Background: an optimization exercise with open tools, aiming at small area. Do not read the settings as production practice.
RTL that was checked went through simulation tests only; none was proved equivalent to the original.
Only the layout flow was run in run 1; the RTL was not checked for function there.
Power is estimated from default activity; no workload was simulated.

### flow/config.mk
export PLATFORM = sky130hd
export DESIGN_NAME = inst_rom_loadable
export DESIGN_NICKNAME = inst_rom_loadable
export VERILOG_FILES = /design/flow/design.v
export SDC_FILE = /design/flow/constraint.sdc
export NUM_CORES = 4
export LEC_CHECK = 0
export CAP_MARGIN = 20
export CORE_MARGIN = 2
export CORE_UTILIZATION = 40
export CTS_CLUSTER_DIAMETER = 60
export CTS_CLUSTER_SIZE = 30
export SLEW_MARGIN = 20
export SYNTH_HIERARCHICAL = 1
### flow/constraint.sdc
create_clock -name core_clock -period 4.0 [get_ports {Clk}]
set_input_delay 0.8000 -clock core_clock [delete_from_list [all_inputs] [get_ports {Clk}]]
set_output_delay 0.8000 -clock core_clock [all_outputs]
set_load 0.01 [all_outputs]
### flow/design.v
module inst_rom_loadable #(
    parameter int             A    = 8,
    parameter int             W    = 9,
    parameter int             CW   = 3,
    parameter logic [W-1:0]   FILL = '0
) (
    input  logic            Clk,
    input  logic            Reset_n,
    input  logic            LoadStart,
    input  logic            LoadValid,
    input  logic [CW-1:0]   LoadData,
    input  logic            LoadLast,
    output logic            LoadReady,
    output logic            LoadDone,
    output logic            LoadErr,
    output logic [A:0]      LoadCount,
    input  logic            FetchEn,
    input  logic [A-1:0]    InstAddress,
    output logic [W-1:0]    InstOut,
    output logic            InstValid
);
    localparam int CPW   = W / CW;
    localparam int CCW   = (CPW > 1) ? $clog2(CPW) : 1;
    localparam int DEPTH = 2 ** A;
    localparam int LB    = A / 2;             
    localparam int HB    = A - LB;            
    localparam int NL    = 2 ** LB;
    localparam int LD    = 2 ** HB;
    localparam int KB    = 3;
    localparam int K     = 2 ** KB;
    localparam int NPL   = LD / K;
    localparam int NP    = (K + CPW - 1) / CPW;
    typedef enum logic [1:0] {
        S_IDLE  = 2'd0,
        S_LOAD  = 2'd1,
        S_READY = 2'd2
    } state_t;
    state_t              state_r;
    logic [CCW-1:0]      chunk_r;
    logic [W-CW-1:0]     partial_r;
    logic                load_ready_r;
    logic                load_done_r;
    logic                load_err_r;
    logic [A:0]          load_count_r;
    logic [W-1:0]        inst_out_r;
    logic                inst_valid_r;
    logic [HB-1:0]       rot_r;
    logic [NL-1:0][LD-1:0][W-1:0] ring_r;
    logic [NP-1:0][W-1:0]    pend_r;
    logic [NP-1:0]           pend_v_r;
    logic [NP-1:0]       ins_hit_r;       
    logic [LB-1:0]       ins_lane_r;      
    logic [HB-1:KB]      ins_pt_r;        
    logic                beat_s;
    logic                last_chunk_s;
    logic                wp_full_s;
    logic [W-1:0]        shifted_s;
    logic                mem_we_s;
    logic                fetch_s;
    logic                start_s;
    logic [A:0]          load_count_n;
    always_comb begin
        shifted_s    = {partial_r, LoadData};
        last_chunk_s = (chunk_r == CCW'(CPW - 1));
        wp_full_s    = (load_count_r[A-1:0] == {A{1'b1}});
        beat_s       = (state_r == S_LOAD) & LoadValid & load_ready_r;
        fetch_s      = (state_r == S_READY) & FetchEn;
        mem_we_s     = beat_s & last_chunk_s;
        start_s      = LoadStart & ((state_r == S_IDLE) | (state_r == S_READY));
        load_count_n = start_s  ? '0 :
                       mem_we_s ? load_count_r + (A+1)'(1) : load_count_r;
    end
    logic [NP-1:0]       pend_v_n;
    logic [NP-1:0]       ins_hit_n;
    logic [LB-1:0]       ins_lane_n;
    logic [HB-1:KB]      ins_pt_n;
    logic [NP:0]               cand_m;
    logic [NP:0][LB-1:0]       cand_lane;
    logic [NP:0][HB-KB-1:0]    cand_pt;
    logic [NP-1:0]             pend_v_k;
    logic [NP-1:0]             hit_we, hit_nowe;
    logic [LB-1:0]             lane_we, lane_nowe;
    logic [HB-KB-1:0]          pt_we, pt_nowe;
    always_comb begin
        logic [A-1:0]  addr;
        logic [HB-1:0] qpos;
        for (int k = 0; k <= NP; k++) begin
            addr = load_count_r[A-1:0] - A'(k);
            qpos = rot_r + HB'(2) - addr[A-1:LB] - HB'(addr[LB-1:0]);
            cand_m[k]    = (qpos[KB-1:0] == '0);
            cand_lane[k] = addr[LB-1:0];
            cand_pt[k]   = qpos[HB-1:KB];
        end
        pend_v_k = pend_v_r & ~ins_hit_r;
        lane_we = '0; lane_nowe = '0; pt_we = '0; pt_nowe = '0;
        for (int i = 0; i < NP; i++) begin
            hit_nowe[i] = pend_v_k[i] & cand_m[i+1];
            hit_we[i]   = ((i == 0) ? 1'b1 : pend_v_k[(i+NP-1)%NP]) & cand_m[i];
            if (hit_nowe[i]) begin
                lane_nowe = cand_lane[i+1];
                pt_nowe   = cand_pt[i+1];
            end
            if (hit_we[i]) begin
                lane_we = cand_lane[i];
                pt_we   = cand_pt[i];
            end
        end
        pend_v_n = pend_v_k;
        if (mem_we_s)
            pend_v_n = {pend_v_k[NP-2:0], 1'b1};
        if (start_s)
            pend_v_n = '0;
        ins_hit_n  = start_s ? '0 : mem_we_s ? hit_we : hit_nowe;
        ins_lane_n = mem_we_s ? lane_we : lane_nowe;
        ins_pt_n   = mem_we_s ? pt_we : pt_nowe;
    end
    always_ff @(posedge Clk or negedge Reset_n) begin
        if (!Reset_n) begin
            rot_r      <= '0;
            pend_v_r   <= '0;
            ins_hit_r  <= '0;
        end else begin
            rot_r      <= rot_r + HB'(1);
            pend_v_r   <= pend_v_n;
            ins_hit_r  <= ins_hit_n;
        end
    end
    always_ff @(posedge Clk) begin
        ins_lane_r <= ins_lane_n;
        ins_pt_r   <= ins_pt_n;
    end
    always_ff @(posedge Clk) begin
        if (beat_s) partial_r <= shifted_s[W-CW-1:0];
    end
    always_ff @(posedge Clk) begin
        if (mem_we_s) begin
            pend_r[0] <= shifted_s;
            for (int i = 1; i < NP; i++) pend_r[i] <= pend_r[i-1];
        end
    end
    logic [W-1:0]          ins_data;
    logic [NL-1:0][NPL-1:0] ins_en;
    always_comb begin
        ins_data = '0;
        for (int i = 0; i < NP; i++) begin
            if (ins_hit_r[i]) ins_data = ins_data | pend_r[i];
        end
        ins_data = ins_data ^ {W{~ins_pt_r[KB]}};
        for (int l = 0; l < NL; l++)
            for (int j = 0; j < NPL; j++)
                ins_en[l][j] = (|ins_hit_r) & (ins_lane_r == LB'(l)) &
                               (ins_pt_r == (HB-KB)'(j));
    end
    logic [NL-1:0][LD-1:0][W-1:0] ring_d;
    for (genvar l = 0; l < NL; l++) begin : g_lane
        for (genvar q = 0; q < LD; q++) begin : g_pos
            if ((q % K) == 0) begin : g_ins
                for (genvar b = 0; b < W; b++) begin : g_b
                    irl_mux2i u_mux (
                        .a0(ring_r[l][(q + LD - 1) % LD][b]),
                        .a1(ins_data[b]),
                        .s (ins_en[l][q / K]),
                        .y (ring_d[l][q][b])
                    );
                end
            end else begin : g_shift
                assign ring_d[l][q] = ring_r[l][(q + LD - 1) % LD];
            end
        end
    end
    always_ff @(posedge Clk) begin
        ring_r <= ring_d;
    end
    localparam int NG  = DEPTH / 3;           
    localparam int NT0 = NG + ((DEPTH % 3) != 0 ? 1 : 0);
    localparam int NT1 = (NT0 + 3) / 4;
    localparam int NT2 = (NT1 + 1) / 2;
    localparam int NT3 = (NT2 + 3) / 4;
    logic [NL-1:0]         rd_lane_n;
    logic [LD-1:0]         rd_pos_n;
    logic [DEPTH-1:0]      rd_sel;
    logic [DEPTH-1:0][W-1:0] rd_in;
    logic [W-1:0][NT0-1:0] rd_t0;             
    logic [W-1:0][NT1-1:0] rd_t1;             
    logic [W-1:0][NT2-1:0] rd_t2;             
    logic [W-1:0][NT3-1:0] rd_t3;             
    logic [W-1:0]          rd_raw_n;
    logic [HB-1:0]         rd_q;
    logic                  rd_pol;
    logic [LD-1:0][HB-1:0] rd_cmp;
    logic [LD-1:0][HB-1:0] rd_eqb;
    always_comb begin
        for (int i = 0; i < NL; i++)
            rd_lane_n[i] = ~(InstAddress[LB-1:0] == LB'(i));
        rd_q   = rot_r - InstAddress[A-1:LB] - HB'(InstAddress[LB-1:0]);
        rd_pol = rd_q[KB];
    end
    irl_rotcmp #(.HB(HB)) u_rotcmp (.rot(rot_r), .cmp(rd_cmp));
    for (genvar h = 0; h < LD; h++) begin : g_dec
        for (genvar k = 0; k < HB; k++) begin : g_bit
            irl_xnor2 u_x (
                .a(InstAddress[LB + k]), .b(rd_cmp[h][k]), .y(rd_eqb[h][k]));
        end
        irl_nand_n #(.N(HB)) u_eq (.a(rd_eqb[h]), .y(rd_pos_n[h]));
    end
    for (genvar l = 0; l < NL; l++) begin : g_sel_l
        for (genvar q = 0; q < LD; q++) begin : g_sel_q
            irl_nor2 u_sel (
                .a(rd_lane_n[l]),
                .b(rd_pos_n[(q + l) % LD]),
                .y(rd_sel[l * LD + q])
            );
            assign rd_in[l * LD + q] = ring_r[l][q];
        end
    end
    for (genvar b = 0; b < W; b++) begin : g_rd
        for (genvar g = 0; g < NG; g++) begin : g_grp
            irl_a222oi u_aoi (
                .a1(rd_sel[3*g]),   .a2(rd_in[3*g][b]),
                .b1(rd_sel[3*g+1]), .b2(rd_in[3*g+1][b]),
                .c1(rd_sel[3*g+2]), .c2(rd_in[3*g+2][b]),
                .y (rd_t0[b][g])
            );
        end
        if (DEPTH % 3 == 1) begin : g_rem1
            irl_nand2 u_rem (
                .a(rd_sel[DEPTH-1]), .b(rd_in[DEPTH-1][b]), .y(rd_t0[b][NG]));
        end else if (DEPTH % 3 == 2) begin : g_rem2
            irl_a22oi u_rem (
                .a1(rd_sel[DEPTH-2]), .a2(rd_in[DEPTH-2][b]),
                .b1(rd_sel[DEPTH-1]), .b2(rd_in[DEPTH-1][b]), .y(rd_t0[b][NG]));
        end
        for (genvar g = 0; g < NT1; g++) begin : g_t1
            irl_nand_n #(.N((4*g+4 <= NT0) ? 4 : NT0 - 4*g)) u_n (
                .a(rd_t0[b][((4*g+4 <= NT0) ? 4*g+3 : NT0-1) : 4*g]),
                .y(rd_t1[b][g]));
        end
        for (genvar g = 0; g < NT2; g++) begin : g_t2
            irl_nor_n #(.N((2*g+2 <= NT1) ? 2 : NT1 - 2*g)) u_n (
                .a(rd_t1[b][((2*g+2 <= NT1) ? 2*g+1 : NT1-1) : 2*g]),
                .y(rd_t2[b][g]));
        end
        for (genvar g = 0; g < NT3; g++) begin : g_t3
            irl_nand_n #(.N((4*g+4 <= NT2) ? 4 : NT2 - 4*g)) u_n (
                .a(rd_t2[b][((4*g+4 <= NT2) ? 4*g+3 : NT2-1) : 4*g]),
                .y(rd_t3[b][g]));
        end
        irl_nor_n #(.N(NT3)) u_t4 (.a(rd_t3[b]), .y(rd_raw_n[b]));
    end
    logic [A:0]           diff_s;         
    logic                 in_range_s;
    logic                 byp_hit;
    logic [W-1:0]         byp_data;
    logic                 use_ring;
    logic [W-1:0]         inst_out_alt;
    logic [W-1:0]         inst_out_n;
    always_comb begin
        diff_s     = load_count_r - {1'b0, InstAddress};
        in_range_s = ({1'b0, InstAddress} < load_count_r);
        byp_hit    = 1'b0;
        byp_data   = '0;
        for (int i = 0; i < NP; i++) begin
            if (pend_v_r[i] && diff_s == (A+1)'(i + 1)) begin
                byp_hit  = 1'b1;
                byp_data = pend_r[i];
            end
        end
        use_ring     = fetch_s & in_range_s & ~byp_hit;
        inst_out_alt = ~fetch_s ? inst_out_r : (in_range_s & byp_hit) ? byp_data : FILL;
        inst_out_n   = use_ring ? (rd_raw_n ^ {W{~rd_pol}}) : inst_out_alt;
    end
    always_ff @(posedge Clk or negedge Reset_n) begin
        if (!Reset_n) begin
            state_r      <= S_IDLE;
            chunk_r      <= '0;
            load_ready_r <= 1'b0;
            load_done_r  <= 1'b0;
            load_err_r   <= 1'b0;
            load_count_r <= '0;
            inst_out_r   <= '0;
            inst_valid_r <= 1'b0;
        end else begin
            load_count_r <= load_count_n;
            case (state_r)
                S_IDLE: begin
                    inst_valid_r <= 1'b0;
                    if (LoadStart) begin
                        state_r      <= S_LOAD;
                        chunk_r      <= '0;
                        load_done_r  <= 1'b0;
                        load_err_r   <= 1'b0;
                        load_ready_r <= 1'b1;
                    end
                end
                S_LOAD: begin
                    inst_valid_r <= 1'b0;
                    if (beat_s) begin
                        if (last_chunk_s) begin
                            chunk_r <= '0;
                            if (LoadLast || wp_full_s) begin
                                state_r      <= S_READY;
                                load_ready_r <= 1'b0;
                                load_done_r  <= 1'b1;
                            end
                        end else begin
                            chunk_r <= chunk_r + CCW'(1);
                            if (LoadLast) begin
                                state_r      <= S_READY;
                                load_ready_r <= 1'b0;
                                load_done_r  <= 1'b1;
                                load_err_r   <= 1'b1;
                                chunk_r      <= '0;
                            end
                        end
                    end
                end
                S_READY: begin
                    inst_out_r <= inst_out_n;
                    if (fetch_s) begin
                        inst_valid_r <= 1'b1;
                    end else begin
                        inst_valid_r <= 1'b0;
                    end
                    if (LoadStart) begin
                        state_r      <= S_LOAD;
                        chunk_r      <= '0;
                        load_done_r  <= 1'b0;
                        load_err_r   <= 1'b0;
                        load_ready_r <= 1'b1;
                    end
                end
                default: begin
                    state_r      <= S_IDLE;
                    load_ready_r <= 1'b0;
                    load_done_r  <= 1'b0;
                    inst_valid_r <= 1'b0;
                end
            endcase
        end
    end
    assign LoadReady = load_ready_r;
    assign LoadDone  = load_done_r;
    assign LoadErr   = load_err_r;
    assign LoadCount = load_count_r;
    assign InstOut   = inst_out_r;
    assign InstValid = inst_valid_r;
endmodule
module irl_rotcmp #(
    parameter int HB = 4
) (
    input  logic [HB-1:0]               rot,
    output logic [2**HB-1:0][HB-1:0]    cmp
);
    always_comb begin
        cmp = '0;
        for (int r = 0; r < 2**HB; r++)
            if (rot == HB'(r))
                for (int i = 0; i < 2**HB; i++)
                    cmp[i] = HB'(r - i);
    end
endmodule
module irl_mux2i (
    input  logic a0,
    input  logic a1,
    input  logic s,
    output logic y
);
    assign y = ~(s ? a1 : a0);
endmodule
module irl_a222oi (
    input  logic a1, a2,
    input  logic b1, b2,
    input  logic c1, c2,
    output logic y
);
    assign y = ~((a1 & a2) | (b1 & b2) | (c1 & c2));
endmodule
module irl_a22oi (
    input  logic a1, a2,
    input  logic b1, b2,
    output logic y
);
    assign y = ~((a1 & a2) | (b1 & b2));
endmodule
module irl_xnor2 (
    input  logic a,
    input  logic b,
    output logic y
);
    assign y = ~(a ^ b);
endmodule
module irl_nand2 (
    input  logic a,
    input  logic b,
    output logic y
);
    assign y = ~(a & b);
endmodule
module irl_nor2 (
    input  logic a,
    input  logic b,
    output logic y
);
    assign y = ~(a | b);
endmodule
module irl_nand_n #(
    parameter int N = 4
) (
    input  logic [N-1:0] a,
    output logic         y
);
    assign y = ~(&a);
endmodule
module irl_nor_n #(
    parameter int N = 2
) (
    input  logic [N-1:0] a,
    output logic         y
);
    assign y = ~(|a);
endmodule
### flow/run.sh
#!/bin/bash
# synth_recipe.tcl (not shown) runs the flow's synth.tcl, then flattens the netlist and writes it again
# the make line also repeats each setting of config.mk as NAME=value (left out here)
make -C /OpenROAD-flow-scripts/flow DESIGN_CONFIG=/design/flow/config.mk WORK_HOME=/design/flow/orfs CLKGATE_MAP_FILE= SYNTH_SCRIPT=/design/flow/synth_recipe.tcl finish
==> results of run 1 <==
## kinds of logic (layout without fill, tap and decap cells)
kind of cell	Yosys count	count (layout)	synth area share, %
AO/OA/AOI/OAI	873	873	12.8
other	0	1	0
XOR/XNOR	148	148	1.97
multiplexers	289	289	4.38
buffers and inverters	121	791	0.928
adder cells (fa/ha/maj)	56	56	1.22
AND/OR/NAND/NOR	826	827	5.99
flip-flops	2377	2377	72.8
## cells in the mapped netlist, types with 4 or more instances
master	instances	area, um^2
ha_1	42	526
o21ai_0	10	50.1
dfrtp_1	35	876
nand2_1	69	259
a21o_1	5	37.5
a222oi_1	774	7750
a31oi_1	4	25.0
or3_1	4	25.0
dfxtp_1	2309	46200
buf_1	4	15.0
nand3b_1	5	37.5
a32oi_1	9	78.8
buf_4	34	255
nor2b_1	4	25.0
fa_1	14	280
xor2_1	38	333
nand4_1	227	1420
clkbuf_1	23	86.3
o31ai_1	9	67.6
nor3_1	7	35.0
nand2b_1	8	50.1
nand3_1	32	160
xnor2_1	109	955
nor3b_1	4	30.0
inv_1	52	195
buf_6	4	45.0
nor2_1	434	1630
edfxtp_1	33	991
a21oi_1	32	160
or2_2	4	25.0
mux2i_1	289	2890
nor3_2	9	90.1
## sequential cells by signal (all words and copies together), names as in the netlist, 4 cells and up
name	flops
ring_r	2304
pend_r	27
inst_out_r	9
load_count_r	9
partial_r	6
ins_lane_r	4
rot_r	4
## per-module statistics from Yosys (local to each module, per instance), excerpt
| module | area (um^2) | flip-flops and latches |
|---|---|---|
| inst_rom_loadable | 51500 | 2377 |
| irl_a222oi | 10.0 | 0 |
| irl_mux2i | 10.0 | 0 |
| irl_nand2 | 3.75 | 0 |
| irl_nor2 | 3.75 | 0 |
| irl_xnor2 | 8.76 | 0 |
## how the worst max path moves through the flow
| stage | endpoint | startpoint | slack [ns] |
|---|---|---|---|
| after floorplan | ins_lane_r[3] | load_count_r[1] | 0.17 |
| after global placement | inst_out_r[8] | InstAddress[4] | -0.88 |
| after detailed placement | inst_out_r[8] | InstAddress[4] | -0.89 |
| after CTS | inst_out_r[8] | rot_r[1] | -0.004 |
| after global routing | inst_out_r[6] | rot_r[0] | -0.24 |
| final | inst_out_r[8] | rot_r[0] | -0.11 |
## metrics by stage
step	total power (W)	instances	setup WS, ns	utilization [%]
finish	0.0403	7551	-0.107	47.6
global route	0.0415	7551	-0.241	47.6
CTS	0.0405	7521	-0.00357	47.2
detailed placement	0.0261	7283	-0.893	44.3
global placement	0.0260	7283	-0.877	44.3
floorplan	0.0253	4690	0.168	-
## metal layers
metal	vias up	global-route usage, %
met5	-	0
met4	2	7.51
met3	361	4.12
met2	1871	36.8
met1	22200	30.8
li1	19600	-
## power breakdown
group	switching [W]	internal, W	total (W)
sequential	0.000167	0.0240	0.0241
combinational	0.000920	0.000551	0.00147
clock	0.00846	0.00623	0.0147
## final cells by class
cell class | instances | share of cell area [%]
clock buffers | 128 | 3.85
diodes | 1 | 0.00319
well taps | 2189 | 3.49
repair buffers | 524 | 6.44
inverters | 55 | 0.268
clock inverters | 84 | 1.52
flip-flops and latches | 2377 | 61.4
multi-input cells | 2193 | 23.0
## critical path: cells and delay by family, from the launching register on
| family | cells | cell delay (ns) |
|---|---|---|
| xor gates and xnor gates | 2 | 0.22 |
| AOI/OAI and AO/OA | 4 | 1.04 |
| DFF | 1 | 0.48 |
| and+or+nand+nor | 7 | 1.62 |
| buffers and inverters | 4 | 0.64 |
## repair_timing
item / in CTS / in global routing
buffers inserted: 23 / 26
endpoints found under the hold margin: 0 / 7
gates cloned: 3 / 3
gates resized for setup: 69 / 110
pin swaps: 46 / 100
hold buffers: 0 / 1
endpoints found under the setup margin: 9 / 9
==> results.py, run 1 <==
metrics = {
    "cells_and_area": {
        "finalInstanceArea_mm2": 0.0784,
        "area_delta_synth_final_pct": 18.6,
        "layout_commonest_cell": "dfxtp_1",
        "fillCellCount": 14400,
        "final_cell_mix": "2308 x dfxtp_1, 774 x a222oi_1, 397 x buf_4, 322 x nor2_1, 289 x mux2i_1",
        "multiInputGateArea_mm2": 0.0181,
        "layout.nets": 5342,
        "seqCellArea_mm2": 0.0481,
        "drive_gt1_share_pct": 16.0,
    },
    "sta": {
        "finalSetupViolations": 3,
        "hold_slack_ns": 0.294,
        "finalCritPeriodShare_pct": 103,
        "min_period_ns": 4.11,
        "slew_violations": 0,
        "rsz0062_at_grt": "yes",
        "clock_skew_ns": 0.0649,
        "fmax_mhz": 243,
        "setup_slack_ns": -0.107,
        "max_slew.worst_pin.slew_ns": 1.15,
        "fin_setup_tns_ns": -0.188,
        "hold_violations": 0,
        "relSlewSlack_pct": 22.9,
    },
    "power_and_ir_drop": {
        "peakVddDrop_mv": 0.435,
        "leakagePower_nw": 28.7,
        "p_per_area_mw_per_mm2": 514,
    },
    "drt": {
        "drt_first_iter_violations": 7200,
        "top_layer_used": "met5",
        "wl_met1_um": 83800,
        "vias_per_cell": 5.84,
        "wl_met2_um": 91200,
        "dr.pass1.iters": 10,
        "routedWlPerCell_um": 26.3,
        "antenna_left": 0,
        "wl_um": 198000,
        "routed-via-count": 44100,
        "met3_length_um": 16000,
        "drc_errors": 0,
    },
    "grt": {
        "gr-usage-all-layers_pct": 22.8,
        "grt_antenna_before_repair": 4,
        "grt_start_max_net_pins": 36,
        "grt_pass1_wl_um": 288000,
        "overflow": 0,
        "grt_pass1_vias": 43800,
    },
    "worst_setup_path": {
        "critPathLaunchType": "register",
        "cp_common_cell": "nand4_1",
        "worstPathArrival_ns": 4.78,
        "path_cells": "buf_6 -> o21ai_4 -> nand2_2 -> xnor2_1 -> nand4_1 -> buf_6 -> buf_12 -> buf_4 -> nor2_2 -> a222oi_1 -> nand4_1 -> nor2_2 -> nand4_1 -> nor3_2 -> xor2_1 -> a32oi_1 -> o31ai_1",
        "cpPeakStageDelay_ns": 0.48,
        "crit_path_end_kind": "register",
        "cp_data_required_time_ns": 4.68,
        "r2r_slack_ns": -0.11,
        "rr_endpoint": "inst_out_r[8]",
        "crit_type": "reg2reg",
        "slowest_stage": "dfrtp_2",
        "reg2reg_depth": 17,
        "critPathMaxFanout": 9,
        "worst_r2r_startpoint": "rot_r[0]",
    },
    "flow_run": {
        "max_cap_viol_count": 0,
    },
    "synthesis": {
        "netlist_instances": 4690,
        "ys.flop_type": "dfxtp_1",
        "syn_area_mm2": 0.0661,
        "yosys_warnings": 8,
        "synthArstFlopShare_pct": 1.47,
        "syn_nets": 4763,
        "synth-edff-count": 33,
        "yosys_register_bits": 2377,
        "syn_avg_cell_area_um2": 14.1,
        "synth_seq_area_share_pct": 72.8,
        "synth_cell_types": 69,
    },
    "min_path": {
        "worstHoldStart": "ring_r[45]",
        "holdPathStages": 0,
        "whs_endpoint": "ring_r[54]",
        "hp-class": "reg2reg",
    },
    "clocking": {
        "cts_tree": "yes",
        "htreeDepth": 3,
        "clk_pin_slew_ns": 0.11,
        "numCtsBuffers": 118,
        "clockBufferDepth": 3,
        "cts_root_buffer": "clkbuf_16",
        "insertion_delay_ns": 0.83,
        "clock_sinks": 2377,
    },
    "floorplanning": {
        "initial_utilization_pct": 40.2,
        "die_w_um": 410,
        "die_area_mm2": 0.169,
        "fp.dieH_um": 410,
        "rows": 149,
        "core_area_mm2": 0.165,
        "io_pins": 39,
    },
    "place": {
        "place_area_mm2": 0.0730,
        "port_buffers": 38,
        "hpwl_um": 136000,
        "globalplace.congestion": 0.910,
    },
    "status": {
        "violations": "setup timing",
        "outcome": "failed layout checks",
    },
}
==> run 2: changes to the inputs <==
--- a/flow/design.v
+++ b/flow/design.v
@@ -45,6 +45,7 @@
     logic [W-1:0]        inst_out_r;
     logic                inst_valid_r;
     logic [HB-1:0]       rot_r;
+    logic [HB-1:0]       rot_n;
     logic [NL-1:0][LD-1:0][W-1:0] ring_r;
     logic [NP-1:0][W-1:0]    pend_r;
     logic [NP-1:0]           pend_v_r;
@@ -82,13 +83,13 @@
     logic [LB-1:0]             lane_we, lane_nowe;
     logic [HB-KB-1:0]          pt_we, pt_nowe;
     always_comb begin
-        logic [A-1:0]  addr;
+        logic [HB-1:0] qbase;
         logic [HB-1:0] qpos;
+        qbase = rot_r + HB'(2) - load_count_r[A-1:LB] - HB'(load_count_r[LB-1:0]);
         for (int k = 0; k <= NP; k++) begin
-            addr = load_count_r[A-1:0] - A'(k);
-            qpos = rot_r + HB'(2) - addr[A-1:LB] - HB'(addr[LB-1:0]);
+            qpos = qbase + HB'(k) + HB'(load_count_r[LB-1:0] < LB'(k));
             cand_m[k]    = (qpos[KB-1:0] == '0);
-            cand_lane[k] = addr[LB-1:0];
+            cand_lane[k] = load_count_r[LB-1:0] - LB'(k);
             cand_pt[k]   = qpos[HB-1:KB];
         end
         pend_v_k = pend_v_r & ~ins_hit_r;
@@ -120,7 +121,7 @@
             pend_v_r   <= '0;
             ins_hit_r  <= '0;
         end else begin
-            rot_r      <= rot_r + HB'(1);
+            rot_r      <= rot_n;
             pend_v_r   <= pend_v_n;
             ins_hit_r  <= ins_hit_n;
         end
@@ -195,7 +196,33 @@
         rd_q   = rot_r - InstAddress[A-1:LB] - HB'(InstAddress[LB-1:0]);
         rd_pol = rd_q[KB];
     end
-    irl_rotcmp #(.HB(HB)) u_rotcmp (.rot(rot_r), .cmp(rd_cmp));
+    localparam int NS = 2 ** HB - 1;
+    logic [NS-1:0]         rd_s_r;            
+    logic [NS-1:0]         rd_s;              
+    logic [NS-1:0]         rd_s_n;
+    always_comb begin
+        rot_n = rot_r + HB'(1);
+        for (int k = 0; k < HB; k++) begin
+            for (int m = 0; m < 2**k; m++) begin
+                rd_s_n[2**k - 1 + m] = HB'(rot_n - HB'(m)) >> k;
+                rd_s[2**k - 1 + m]   = (m == 0) ? rot_r[k] : rd_s_r[2**k - 1 + m];
+            end
+        end
+        for (int h = 0; h < LD; h++)
+            for (int k = 0; k < HB; k++)
+                rd_cmp[h][k] = rd_s[2**k - 1 + (h % (2**k))] ^ ((h >> k) & 1);
+    end
+    always_ff @(posedge Clk or negedge Reset_n) begin
+        if (!Reset_n) begin
+            for (int k = 0; k < HB; k++)
+                for (int m = 1; m < 2**k; m++)
+                    rd_s_r[2**k - 1 + m] <= HB'(HB'(0) - HB'(m)) >> k;
+        end else begin
+            for (int k = 0; k < HB; k++)
+                for (int m = 1; m < 2**k; m++)
+                    rd_s_r[2**k - 1 + m] <= rd_s_n[2**k - 1 + m];
+        end
+    end
     for (genvar h = 0; h < LD; h++) begin : g_dec
         for (genvar k = 0; k < HB; k++) begin : g_bit
             irl_xnor2 u_x (
@@ -247,27 +274,39 @@
         end
         irl_nor_n #(.N(NT3)) u_t4 (.a(rd_t3[b]), .y(rd_raw_n[b]));
     end
-    logic [A:0]           diff_s;         
     logic                 in_range_s;
     logic                 byp_hit;
     logic [W-1:0]         byp_data;
     logic                 use_ring;
     logic [W-1:0]         inst_out_alt;
     logic [W-1:0]         inst_out_n;
+    logic [NP-1:0][A:0]   byp_addr;
     always_comb begin
-        diff_s     = load_count_r - {1'b0, InstAddress};
-        in_range_s = ({1'b0, InstAddress} < load_count_r);
+        logic eq_hi;
+        in_range_s = 1'b0;
+        eq_hi      = 1'b1;
+        for (int k = A; k >= 0; k--) begin
+            logic ak;
+            ak = (k == A) ? 1'b0 : InstAddress[k % A];
+            in_range_s = in_range_s | (eq_hi & ~ak & load_count_r[k]);
+            eq_hi      = eq_hi & (ak == load_count_r[k]);
+        end
         byp_hit    = 1'b0;
         byp_data   = '0;
         for (int i = 0; i < NP; i++) begin
-            if (pend_v_r[i] && diff_s == (A+1)'(i + 1)) begin
+            byp_addr[i] = load_count_r - (A+1)'(i + 1);
+            if (pend_v_r[i] && byp_addr[i] == {1'b0, InstAddress}) begin
                 byp_hit  = 1'b1;
                 byp_data = pend_r[i];
             end
         end
         use_ring     = fetch_s & in_range_s & ~byp_hit;
         inst_out_alt = ~fetch_s ? inst_out_r : (in_range_s & byp_hit) ? byp_data : FILL;
-        inst_out_n   = use_ring ? (rd_raw_n ^ {W{~rd_pol}}) : inst_out_alt;
+    end
+    for (genvar b = 0; b < W; b++) begin : g_out
+        logic rd_v;
+        irl_xnor2 u_pol (.a(rd_raw_n[b]), .b(rd_pol), .y(rd_v));
+        irl_mux2 u_out (.a0(inst_out_alt[b]), .a1(rd_v), .s(use_ring), .y(inst_out_n[b]));
     end
     always_ff @(posedge Clk or negedge Reset_n) begin
         if (!Reset_n) begin
@@ -281,6 +320,7 @@
             inst_valid_r <= 1'b0;
         end else begin
             load_count_r <= load_count_n;
+            inst_out_r   <= inst_out_n;
             case (state_r)
                 S_IDLE: begin
                     inst_valid_r <= 1'b0;
@@ -315,7 +355,6 @@
                     end
                 end
                 S_READY: begin
-                    inst_out_r <= inst_out_n;
                     if (fetch_s) begin
                         inst_valid_r <= 1'b1;
                     end else begin
@@ -345,20 +384,6 @@
     assign InstOut   = inst_out_r;
     assign InstValid = inst_valid_r;
 endmodule
-module irl_rotcmp #(
-    parameter int HB = 4
-) (
-    input  logic [HB-1:0]               rot,
-    output logic [2**HB-1:0][HB-1:0]    cmp
-);
-    always_comb begin
-        cmp = '0;
-        for (int r = 0; r < 2**HB; r++)
-            if (rot == HB'(r))
-                for (int i = 0; i < 2**HB; i++)
-                    cmp[i] = HB'(r - i);
-    end
-endmodule
 module irl_mux2i (
     input  logic a0,
     input  logic a1,
@@ -389,6 +414,14 @@
 );
     assign y = ~(a ^ b);
 endmodule
+module irl_mux2 (
+    input  logic a0,
+    input  logic a1,
+    input  logic s,
+    output logic y
+);
+    assign y = s ? a1 : a0;
+endmodule
 module irl_nand2 (
     input  logic a,
     input  logic b,
--- a/flow/config.mk
+++ b/flow/config.mk
@@ -7,8 +7,9 @@
 export LEC_CHECK = 0
 export CAP_MARGIN = 20
 export CORE_MARGIN = 2
-export CORE_UTILIZATION = 40
+export CORE_UTILIZATION = 55
 export CTS_CLUSTER_DIAMETER = 60
 export CTS_CLUSTER_SIZE = 30
+export SETUP_SLACK_MARGIN = 0.2
 export SLEW_MARGIN = 20
 export SYNTH_HIERARCHICAL = 1
==> run 2 against run 1 <==
  * Now clean on timing, DRC and antenna
  * Non-clock buffer count is 123 higher
  * Power is 2.0% higher
  * Synthesized area is 0.43% lower
==> results.py, run 2 <==
metrics = {
    "sta": {
        "finalCritPeriodShare_pct": 93.6,
        "clock_skew_ns": 0.0377,
        "setup_slack_ns": 0.255,
        "min_period_ns": 3.74,
        "max_slew.worst_pin.slew_ns": 1.18,
        "fin_setup_tns_ns": 0,
        "hold_violations": 0,
        "finalSetupViolations": 0,
        "slew_violations": 0,
        "rsz0062_at_grt": "no",
        "fmax_mhz": 267,
        "relSlewSlack_pct": 20.9,
    },
    "cells_and_area": {
        "drive_gt1_share_pct": 16.8,
        "layout.nets": 5420,
        "finalInstanceArea_mm2": 0.0786,
        "regMostFlops": "ring_r",
        "layout_commonest_cell": "dfxtp_1",
        "final_cell_mix": "2308 x dfxtp_1, 774 x a222oi_1, 530 x buf_4, 405 x nor2_1, 289 x mux2i_1",
        "top_regs": "ring_r (2304), pend_r (27), rd_s_r (11)",
        "largest_register_ffs": 2304,
        "area_delta_synth_final_pct": 19.4,
    },
    "power_and_ir_drop": {
        "p_per_area_mw_per_mm2": 523,
        "p_sw_share_pct": 22.2,
        "internal-power_w": 0.0320,
        "leakagePower_nw": 29.5,
        "p_comb_share_pct": 2.2,
        "p_sw_w": 0.00914,
        "seqPwrFrac_pct": 58.8,
        "p_clk_share_pct": 39.0,
        "peakVddDrop_mv": 0.462,
    },
    "synthesis": {
        "netlist_instances": 4615,
        "synthArstFlopShare_pct": 1.93,
        "yosys-top-cells-count": "2309 x dfxtp_1, 774 x a222oi_1, 415 x nor2_1",
        "synth_top_cell_by_area": "dfxtp_1",
        "ys.flop_type": "dfxtp_1",
        "synth_area_leaders": "dfxtp_1 70%, a222oi_1 12%, mux2i_1 4.4%",
        "synth-edff-count": 33,
        "synth_seq_area_share_pct": 73.5,
        "yosys_register_bits": 2388,
        "yosys_warnings": 7,
        "syn_area_mm2": 0.0658,
        "synthMostInstantiatedCell": "dfxtp_1",
        "syn_nets": 4663,
        "syn_avg_cell_area_um2": 14.3,
        "synth_top_cell_area_share_pct": 70.2,
        "synth_cell_types": 74,
    },
    "worst_setup_path": {
        "reg2reg_depth": 14,
        "crit_type": "in2reg",
        "worst_r2r_startpoint": "rot_r[0]",
        "cp_common_cell": "nor2_1",
        "cp_data_required_time_ns": 4.70,
        "path_buf_inv": 4,
        "cpPeakStageDelay_ns": 0.55,
        "r2r_slack_ns": 0.28,
        "worstPathArrival_ns": 4.44,
        "cp_top_family": "simple AND/OR/NAND/NOR gates",
        "critPathLaunchType": "primary input",
        "path_cells": "clkdlybuf4s50_1 -> inv_1 -> nor2_1 -> nand3_1 -> buf_12 -> nor2_1 -> a222oi_1 -> nand4_1 -> nor2_1 -> nand4_1 -> buf_4 -> nor3_2 -> xnor2_1 -> mux2_4",
        "critPathMaxFanout": 16,
        "slowest_stage": "nor2_1",
        "crit_path_end_kind": "register",
        "rr_endpoint": "inst_out_r[3]",
    },
    "grt": {
        "grt_start_max_net_pins": 33,
        "overflow": 0,
        "grt_antenna_before_repair": 8,
        "gr-usage-all-layers_pct": 31.6,
        "grt_pass1_wl_um": 287000,
        "grt_pass1_vias": 43400,
    },
    "drt": {
        "dr.pass1.iters": 9,
        "wl_um": 196000,
        "routed-via-count": 44300,
        "drc_errors": 0,
        "vias_per_cell": 6.26,
        "antenna_left": 0,
        "routedWlPerCell_um": 27.7,
        "drt_first_iter_violations": 7570,
    },
    "clocking": {
        "numCtsBuffers": 135,
        "cts_tree": "yes",
        "clock_sinks": 2388,
        "cts_root_buffer": "clkbuf_16",
        "clockBufferDepth": 3,
        "htreeDepth": 4,
        "insertion_delay_ns": 0.81,
        "clk_pin_slew_ns": 0.10,
    },
    "min_path": {
        "worstHoldStart": "ring_r[1162]",
        "holdPathStages": 0,
        "hp-class": "reg2reg",
        "whs_endpoint": "ring_r[1171]",
    },
    "floorplanning": {
        "fp.dieH_um": 350,
        "die_w_um": 350,
        "initial_utilization_pct": 55.6,
        "io_pins": 39,
        "die_area_mm2": 0.122,
        "core_area_mm2": 0.118,
        "rows": 126,
    },
    "place": {
        "hpwl_um": 137000,
        "pre_cts_slack_ns": -0.827,
        "port_buffers": 38,
        "globalplace.congestion": 0.903,
        "place_area_mm2": 0.0736,
    },
    "flow_run": {
        "max_cap_viol_count": 0,
    },
    "status": {
        "outcome": "timing/DRC/antenna clean",
    },
}
==> run 2: final cells by class <==
class,count,area [um^2]
sequential,2388,48400
fill,8687,39800
multi-input combinational,2155,17300
timing repair buffer,647,5900
clock buffer,160,3710
tap,1600,2000
clock inverter,87,1090
inverter,44,173
timing repair inverter,1,7.51
antenna,2,5.00
==> run 2: kinds of logic after synthesis <==
| group | after synthesis | share of synthesized area [%] |
|---|---|---|
| xor+xnor | 135 | 1.80 |
| simple gates | 822 | 6.07 |
| buf+inv | 72 | 0.509 |
| mux | 298 | 4.60 |
| fa+ha+maj | 33 | 0.665 |
| compound gates | 867 | 12.8 |
| flops | 2388 | 73.5 |
==> run 2: repair_timing <==
action                                 in CTS  in global routing
hold buffers                                1                  0
endpoints found under the hold margin      21                  0
setup buffers                               0                 12
setup endpoints to repair                   7                 10
pin swaps                                   3                 13
cloned                                      0                  1
resized for setup                           7                 15
==> run 2: how the worst max path moves through the flow <==
stage | startpoint | endpoint | slack [ns] | cells after the start
finish | InstAddress[3] | inst_out_r[3] | 0.26 | 14
global route | rot_r[0] | inst_out_r[3] | 0.20 | 14
CTS | InstAddress[1] | inst_out_r[5] | 0.18 | 19
detailed placement | InstAddress[3] | inst_out_r[5] | -0.83 | 18
global placement | InstAddress[3] | inst_out_r[5] | -0.87 | 18
floorplan | load_count_r[2] | inst_out_r[7] | 0.24 | 10
==> run 2: metal layers <==
metal  vias up  track usage, %  part of all wire, %  routed length [um]
met5         -               0                0.040                  78
met2      1991            48.6                   44               87100
met3       334            5.25                  8.1               15800
met1     22100            45.2                   44               86700
met4        12            11.0                  3.4                6620
li1      19800               -                    -                   -
==> run 2: through the flow <==
| stage | hold slack [ns] | cells | util (%) | power, W |
|---|---|---|---|---|
| after floorplan | 0.330 | 4615 | - | 0.0251 |
| after global placement | 0.331 | 6821 | 62.1 | 0.0256 |
| after detailed placement | 0.335 | 6821 | 62.2 | 0.0256 |
| after CTS | 0.337 | 7069 | 66.2 | 0.0413 |
| after global routing | 0.327 | 7082 | 66.4 | 0.0423 |
| final | 0.330 | 7084 | 66.4 | 0.0411 |
==> run 2: per-module statistics from Yosys (local to each module, per instance), a selection <==
module             area (um^2)  flops+latches  copies in the design
irl_nand2                 3.75              0                     9
irl_a222oi                10.0              0                   765
irl_mux2i                 10.0              0                   288
inst_rom_loadable        51600           2388                     1
irl_nor2                  3.75              0                   256
irl_xnor2                 8.76              0                    73
irl_mux2                  15.0              0                     9
==> run 2: power by group through the flow <==
stage               clock [W]  combinational [W]  sequential [W]
floorplan                   0           0.000416          0.0247
global placement            0           0.000864          0.0247
detailed placement          0           0.000872          0.0247
CTS                    0.0162           0.000878          0.0242
global route           0.0171           0.000952          0.0242
finish                 0.0160           0.000891          0.0242
==> run 3: changes to the inputs <==
--- a/flow/config.mk
+++ b/flow/config.mk
@@ -7,9 +7,10 @@
 export LEC_CHECK = 0
 export CAP_MARGIN = 20
 export CORE_MARGIN = 2
-export CORE_UTILIZATION = 55
+export CORE_UTILIZATION = 65
 export CTS_CLUSTER_DIAMETER = 60
 export CTS_CLUSTER_SIZE = 30
+export PLACE_DENSITY = 0.75
 export SETUP_SLACK_MARGIN = 0.2
 export SLEW_MARGIN = 20
 export SYNTH_HIERARCHICAL = 1
==> run 3 against run 2 <==
  * Still clean
  * Synthesized area unchanged
  * Setup slack got worse by 0.063 ns
  * Power down 1.3%
  * Hold slack got worse by 0.26 ns
==> results.py, run 3 <==
metrics = {
    "cells_and_area": {
        "layout_commonest_cell": "dfxtp_1",
        "regMostFlops": "ring_r",
        "area_delta_synth_final_pct": 20.6,
        "finalInstanceArea_mm2": 0.0794,
        "final_cell_mix": "2308 x dfxtp_1, 774 x a222oi_1, 633 x buf_4, 389 x nor2_1, 289 x mux2i_1",
        "layout.nets": 5540,
        "drive_gt1_share_pct": 18.9,
        "fillCellCount": 5715,
        "top_regs": "ring_r (2304), pend_r (27), rd_s_r (11)",
        "seqCellArea_mm2": 0.0484,
        "largest_register_ffs": 2304,
        "multiInputGateArea_mm2": 0.0174,
    },
    "synthesis": {
        "syn_avg_cell_area_um2": 14.3,
        "synth_area_leaders": "dfxtp_1 70%, a222oi_1 12%, mux2i_1 4.4%",
        "synth_top_cell_by_area": "dfxtp_1",
        "synthArstFlopShare_pct": 1.93,
        "yosys_register_bits": 2388,
        "synthMostInstantiatedCell": "dfxtp_1",
        "yosys_warnings": 7,
        "syn_area_mm2": 0.0658,
        "synth_cell_types": 74,
        "synth-edff-count": 33,
        "ys.flop_type": "dfxtp_1",
        "netlist_instances": 4615,
        "syn_nets": 4663,
        "yosys-top-cells-count": "2309 x dfxtp_1, 774 x a222oi_1, 415 x nor2_1",
        "synth_seq_area_share_pct": 73.5,
        "synth_top_cell_area_share_pct": 70.2,
    },
    "status": {
        "outcome": "timing/DRC/antenna clean",
    },
    "worst_setup_path": {
        "critPathMaxFanout": 14,
        "cp_data_required_time_ns": 4.67,
        "crit_type": "reg2reg",
        "worstPathArrival_ns": 4.48,
        "crit_path_end_kind": "register",
        "reg2reg_depth": 16,
        "critPathLaunchType": "register",
    },
    "grt": {
        "overflow": 0,
        "grt_antenna_before_repair": 5,
        "grt_pass1_vias": 46100,
        "gr-usage-all-layers_pct": 37.3,
        "grt_pass1_wl_um": 289000,
        "grt_start_max_net_pins": 37,
    },
    "drt": {
        "routed-via-count": 46600,
        "drt_first_iter_violations": 9106,
        "vias_per_cell": 6.70,
        "dr.pass1.iters": 10,
        "antenna_left": 0,
        "routedWlPerCell_um": 28.7,
        "wl_um": 199000,
        "drc_errors": 0,
    },
    "sta": {
        "min_period_ns": 3.81,
        "hold_violations": 0,
        "relSlewSlack_pct": 24.0,
        "finalSetupViolations": 0,
        "fmax_mhz": 263,
        "max_slew.worst_pin.slew_ns": 1.14,
        "rsz0062_at_grt": "yes",
        "finalCritPeriodShare_pct": 95.2,
        "clock_skew_ns": 0.0333,
        "slew_violations": 0,
    },
    "floorplanning": {
        "fp.dieH_um": 322,
        "die_area_mm2": 0.104,
        "rows": 116,
        "die_w_um": 322,
        "io_pins": 39,
        "initial_utilization_pct": 65.6,
        "core_area_mm2": 0.100,
    },
    "power_and_ir_drop": {
        "p_comb_share_pct": 2.4,
        "p_sw_share_pct": 22.2,
        "p_per_area_mw_per_mm2": 511,
        "seqPwrFrac_pct": 59.6,
        "peakVddDrop_mv": 0.450,
        "p_sw_w": 0.00901,
        "leakagePower_nw": 30.2,
        "total_power_w": 0.0406,
        "p_clk_share_pct": 38.0,
        "internal-power_w": 0.0316,
    },
    "place": {
        "hpwl_um": 134000,
        "place_area_mm2": 0.0740,
        "port_buffers": 38,
        "globalplace.congestion": 0.932,
    },
    "clocking": {
        "clockBufferDepth": 3,
        "cts_tree": "yes",
        "numCtsBuffers": 130,
        "clk_pin_slew_ns": 0.08,
        "htreeDepth": 4,
        "insertion_delay_ns": 0.79,
        "cts_root_buffer": "clkbuf_16",
        "clock_sinks": 2388,
        "hold_buffers": 0,
    },
    "min_path": {
        "hp-class": "in2async",
    },
    "flow_run": {
        "max_cap_viol_count": 0,
    },
}
-- run 3: cell types whose count changed in the layout (fill, tap and decap cells not counted), sizes merged, moves of 4 or more --
cell | previous run | this run
buf | 609 | 730
clkdlybuf4s50 | 37 | 32
clkinv | 26 | 36
clkinvlp | 12 | 8
dlymetal6s2s | 0 | 4
inv | 86 | 80
-- run 3: layer usage --
metal / vias to the layer above / track usage, % / share of wire (%)
met5: - / 0 / 0.0070
li1: 20100 / - / -
met3: 651 / 7.81 / 10
met2: 2955 / 58.2 / 45
met4: 2 / 20.9 / 6.2
met1: 23000 / 48.7 / 38
-- run 3: what timing repair did --
action                     in CTS  in global routing
gates cloned                    0                  6
resized for setup              13                 35
setup buffers                   9                 39
pin swaps                      11                 55
setup endpoints to repair       9                  7
-- run 3: power groups by stage --
stage                     Combinational, W  Sequential, W  Clock, W
after CTS                         0.000896         0.0242    0.0154
after detailed placement          0.000887         0.0247         0
after floorplan                   0.000416         0.0247         0
after global routing               0.00101         0.0242    0.0164
after global placement            0.000871         0.0247         0
final                             0.000966         0.0242    0.0154
-- run 3: final cells by class --
class	instances	area share [%]
multi-input cells	2155	21.9
well taps	1357	2.14
diodes	4	0.0126
repair buffers	773	9.02
flip-flops and latches	2388	61.0
clock inverters	87	1.34
clock buffers	151	4.43
inverters	44	0.213
-- run 3: logic make-up after synthesis --
| group | synth area share, % |
|---|---|
| flip-flops | 73.5 |
| AO/OA/AOI/OAI | 12.8 |
| AND/OR/NAND/NOR | 6.07 |
| multiplexers | 4.60 |
| XOR/XNOR | 1.80 |
| buffers and inverters | 0.509 |
| adder cells (fa/ha/maj) | 0.665 |
-- run 3: final timing paths --
path / slack [ns] / endpoint / from
worst max-delay path: 0.19 / inst_out_r[0] / rot_r[0]
worst min-delay path: 0.07 / chunk_r[0] / Reset_n
worst max register to register: 0.19 / inst_out_r[0] / rot_r[0]
worst min register to register: 0.33 / ring_r[1053] / ring_r[1044]
max in group asynchronous: 3.07 / inst_out_r[0] / Reset_n
min in group core_clock: 0.33 / ring_r[1053] / ring_r[1044]
-- run 3: critical path, stage by stage (launching register included) --
cell	delay (ns)
dfrtp_1	0.42
buf_6	0.19
xnor2_1	0.14
nand4_1	0.14
buf_4	0.15
buf_12	0.17
buf_4	0.14
nor2_1	0.05
buf_4	0.17
buf_4	0.14
a222oi_1	0.34
nand4_1	0.29
nor2_2	0.25
nand4_1	0.43
nor3_2	0.33
xnor2_1	0.08
mux2_4	0.25
-- run 3: modules after synthesis, one instance, submodules excluded, a selection --
module             flip-flops and latches  cells  area, um^2
inst_rom_loadable                    2388   2866       51600
irl_mux2                                0      1        15.0
irl_a222oi                              0      1        10.0
irl_nor2                                0      1        3.75
irl_mux2i                               0      1        10.0
irl_xnor2                               0      1        8.76
irl_nand2                               0      1        3.75
-- run 3: through the flow --
stage	TNS, ns	util (%)	std cells	worst slack, ns	hold slack [ns]
after floorplan	0	-	4615	0.241	0.330
after global placement	-5.53	73.8	6663	-0.714	0.331
after detailed placement	-6.09	73.8	6663	-0.805	0.335
after CTS	0	78.5	6910	0.201	0.0661
after global routing	0	79.1	6955	0.175	0.122
final	0	79.1	6959	0.192	0.0685
==> run 4: changes to the inputs <==
--- a/flow/config.mk
+++ b/flow/config.mk
@@ -7,10 +7,10 @@
 export LEC_CHECK = 0
 export CAP_MARGIN = 20
 export CORE_MARGIN = 2
-export CORE_UTILIZATION = 65
+export CORE_UTILIZATION = 55
 export CTS_CLUSTER_DIAMETER = 60
 export CTS_CLUSTER_SIZE = 30
-export PLACE_DENSITY = 0.75
-export SETUP_SLACK_MARGIN = 0.2
+export GPL_TIMING_DRIVEN = 0
+export SETUP_SLACK_MARGIN = 0.1
 export SLEW_MARGIN = 20
 export SYNTH_HIERARCHICAL = 1
==> run 4 against run 3 <==
  * Now fails the layout checks on setup timing
  * Wire length down 8.0%
  * Die area up 18%
  * Final cell count is 4.6% lower
  * First-iteration DRC count down 29%
  * Clock power is 4% higher
  * Sequential share of layout area up 2.5 points
  * Non-clock buffer count down 568
  * Flip-flop and latch count did not move
  * Synthesized area stayed put
  * Core utilization decreased by 15 points
  * Count of clock-buffer cells in the layout rose by 12
  * Largest cell class unchanged
  * Largest power group unchanged
  * Highest routed layer is now met4
==> results.py, run 4 <==
metrics = {
    "place": {
        "hpwl_um": 130000,
        "place_area_mm2": 0.0696,
        "port_buffers": 37,
        "globalplace.congestion": 0.853,
        "pre_cts_slack_ns": -2.36,
    },
    "power_and_ir_drop": {
        "p_clk_share_pct": 38.9,
        "peakVddDrop_mv": 0.478,
        "total_power_w": 0.0410,
        "seqPwrFrac_pct": 58.8,
        "internal-power_w": 0.0321,
        "p_sw_w": 0.00892,
        "p_comb_share_pct": 2.3,
        "leakagePower_nw": 27.4,
        "p_sw_share_pct": 21.7,
        "p_per_area_mw_per_mm2": 538,
    },
    "clocking": {
        "hold_buffers": 0,
        "cts_tree": "yes",
        "cts_root_buffer": "clkbuf_16",
        "htreeDepth": 4,
        "clockBufferDepth": 3,
        "insertion_delay_ns": 0.80,
        "clk_pin_slew_ns": 0.09,
        "clock_sinks": 2388,
        "numCtsBuffers": 139,
    },
    "cells_and_area": {
        "layout_commonest_cell": "dfxtp_1",
        "top_regs": "ring_r (2304), pend_r (27), rd_s_r (11)",
        "layout.nets": 4984,
        "regMostFlops": "ring_r",
        "area_delta_synth_final_pct": 15.9,
        "insertedDiodeCount": 0,
        "drive_gt1_share_pct": 14.6,
        "final_core_util_pct": 64.4,
        "final_cell_mix": "2309 x dfxtp_1, 774 x a222oi_1, 289 x mux2i_1, 226 x nand4_1, 198 x nor2_2",
        "finalInstanceArea_mm2": 0.0763,
        "largest_register_ffs": 2304,
    },
    "worst_setup_path": {
        "path_buf_inv": 2,
        "rr_endpoint": "inst_out_r[0]",
        "slowest_stage": "clkdlybuf4s50_1",
        "worst_r2r_startpoint": "rot_r[0]",
        "crit_type": "in2reg",
        "cp_data_required_time_ns": 4.63,
        "critPathMaxFanout": 10,
        "crit_path_end_kind": "register",
        "cp_top_family": "simple AND/OR/NAND/NOR gates",
        "cpPeakStageDelay_ns": 0.58,
        "reg2reg_depth": 14,
        "critPathLaunchType": "primary input",
        "worstPathArrival_ns": 4.69,
        "path_cells": "clkdlybuf4s50_1 -> buf_6 -> nor2_4 -> nand2_2 -> nor2_2 -> a222oi_1 -> nand4_1 -> nor2_4 -> nand4_1 -> nor3_4 -> xnor2_2 -> mux2_4",
        "r2r_slack_ns": -0.05,
    },
    "status": {
        "outcome": "failed layout checks",
        "violations": "setup timing",
    },
    "synthesis": {
        "yosys_register_bits": 2388,
        "synth_seq_area_share_pct": 73.5,
        "synth_top_cell_by_area": "dfxtp_1",
        "netlist_instances": 4615,
        "syn_avg_cell_area_um2": 14.3,
        "yosys_warnings": 7,
        "synthArstFlopShare_pct": 1.93,
        "synth_area_leaders": "dfxtp_1 70%, a222oi_1 12%, mux2i_1 4.4%",
        "synth-edff-count": 33,
        "syn_area_mm2": 0.0658,
        "syn_nets": 4663,
        "yosys-top-cells-count": "2309 x dfxtp_1, 774 x a222oi_1, 415 x nor2_1",
        "synth_top_cell_area_share_pct": 70.2,
        "ys.flop_type": "dfxtp_1",
        "synthMostInstantiatedCell": "dfxtp_1",
        "synth_cell_types": 74,
    },
    "grt": {
        "grt_start_max_net_pins": 47,
        "grt_pass1_wl_um": 270000,
        "grt_pass1_vias": 41800,
        "gr-usage-all-layers_pct": 29.5,
        "overflow": 0,
        "grt_antenna_before_repair": 3,
    },
    "sta": {
        "min_period_ns": 4.05,
        "finalSetupViolations": 3,
        "clock_skew_ns": 0.0542,
        "relSlewSlack_pct": 22.6,
        "max_slew.worst_pin.slew_ns": 1.16,
        "rsz0062_at_grt": "yes",
        "finalCritPeriodShare_pct": 101,
        "fmax_mhz": 247,
        "hold_slack_ns": 0.0543,
        "setup_slack_ns": -0.0545,
        "slew_violations": 0,
        "hold_violations": 0,
    },
    "drt": {
        "routedWlPerCell_um": 27.6,
        "drc_errors": 0,
        "vias_per_cell": 6.37,
        "dr.pass1.iters": 9,
        "antenna_left": 0,
        "wl_um": 184000,
        "routed-via-count": 42300,
        "drt_first_iter_violations": 6473,
    },
    "floorplanning": {
        "die_area_mm2": 0.122,
        "fp.dieH_um": 350,
        "io_pins": 39,
        "die_w_um": 350,
        "rows": 126,
        "core_area_mm2": 0.118,
        "initial_utilization_pct": 55.6,
    },
    "min_path": {
        "hp-class": "in2async",
    },
    "flow_run": {
        "max_cap_viol_count": 0,
    },
}
-- run 4: how the worst max path moves through the flow --
stage                         end  cells after the start  slack [ns]            start
finish              inst_out_r[0]                     12       -0.05   InstAddress[1]
global route        inst_out_r[3]                     14       -0.19         rot_r[0]
CTS                 inst_out_r[3]                     14        0.02         rot_r[0]
detailed placement  inst_out_r[3]                     13       -2.36   InstAddress[6]
global placement    inst_out_r[3]                     11       -3.84   InstAddress[4]
floorplan           inst_out_r[7]                     10        0.24  load_count_r[2]
-- run 4: metrics by stage --
step	instances	setup TNS, ns
6_report	6641	-0.119
5_1_grt	6641	-0.453
4_1_cts	6620	0
3_5_place_dp	6324	-19.25
3_3_place_gp	6252	-786.89
2_1_floorplan	4615	0
-- run 4: what timing repair did --
action / 4_1_cts / 5_1_grt
endpoints found under the setup margin: 9 / 24
buffers inserted: 48 / 18
endpoints found under the hold margin: 0 / 0
pin swaps: 58 / 90
gates resized for setup: 268 / 90
gates cloned: 2 / 1
-- run 4: power groups by stage --
stage	Combinational (W)	Clock [W]	Sequential (W)
floorplan	0.000416	0	0.0247
global placement	0.000765	0	0.0247
detailed placement	0.000811	0	0.0247
CTS	0.000897	0.0162	0.0241
global route	0.000978	0.0171	0.0242
finish	0.000933	0.0160	0.0241
-- run 4: layer usage --
| metal | vias up | GRT usage [%] | routed length [um] |
|---|---|---|---|
| met5 | - | 0 | 0 |
| met4 | 0 | 10.8 | 6990 |
| met3 | 336 | 5.00 | 13200 |
| met2 | 1677 | 47.2 | 84300 |
| met1 | 21300 | 40.4 | 79000 |
| li1 | 19000 | - | - |
-- run 4: cell type report --
type	count	area [um^2]
clock inverter	83	1070
inverter	44	176
timing repair buffer	177	2330
clock buffer	163	3730
multi-input combinational	2158	18400
sequential	2388	48400
fill	8832	42100
buffer	28	190
tap	1600	2000
-- run 4: kinds of logic after synthesis --
kind of cell             Yosys count  share of synthesized area [%]
flip-flops                      2388                           73.5
AO/OA/AOI/OAI                    867                           12.8
AND/OR/NAND/NOR                  822                           6.07
multiplexers                     298                           4.60
XOR/XNOR                         135                           1.80
buffers and inverters             72                          0.509
adder cells (fa/ha/maj)           33                          0.665
-- run 4: per-module statistics from Yosys, one instance, submodules excluded, excerpt --
| module | area (um^2) | cells inside |
|---|---|---|
| irl_nand2 | 3.75 | 1 |
| irl_xnor2 | 8.76 | 1 |
| irl_mux2i | 10.0 | 1 |
| irl_mux2 | 15.0 | 1 |
| irl_a222oi | 10.0 | 1 |
| inst_rom_loadable | 51600 | 2866 |
| irl_nor2 | 3.75 | 1 |

what the ideal ports hide:
How much do the figures lean on ideal ports? The routed layouts below were timed once more, with nothing changed but the port constraints. Step 1 sets driving cells, clkbuf_16 on the clock port and buf_2 on the other inputs (assumed; they add their load-dependent delay and slew). Step 2 also shifts input and output timing later by t, the mid clock arrival at the registers, as if the neighbouring blocks saw the same clock. Three values: no drivers, after step 1, after step 2; two values: the first two.
run | t (ns) | setup WS [ns] | hold WS [ns] | worst setup path after step 2
run 1 | 0.871 | -0.107 / -0.107 / -0.726 | 0.294 / 0.294 / 0.294 | input to register
run 2 | 0.861 | 0.255 / 0.276 / -0.560 | 0.330 / 0.330 / 0.330 | input to register
run 3 | 0.853 | 0.192 / 0.192 / -0.598 | 0.069 / 0.011 / 0.330 | input to register
run 4 | 0.845 | -0.054 / -0.052 / -0.856 | 0.054 / 0.005 / 0.321 | input to register
Met with ideal ports but missed after step 2: setup timing in run 2 and run 3. For run 2, which loses most, drivers alone change the setup slack by +0.021 ns; drivers and shift together by -0.815 ns.
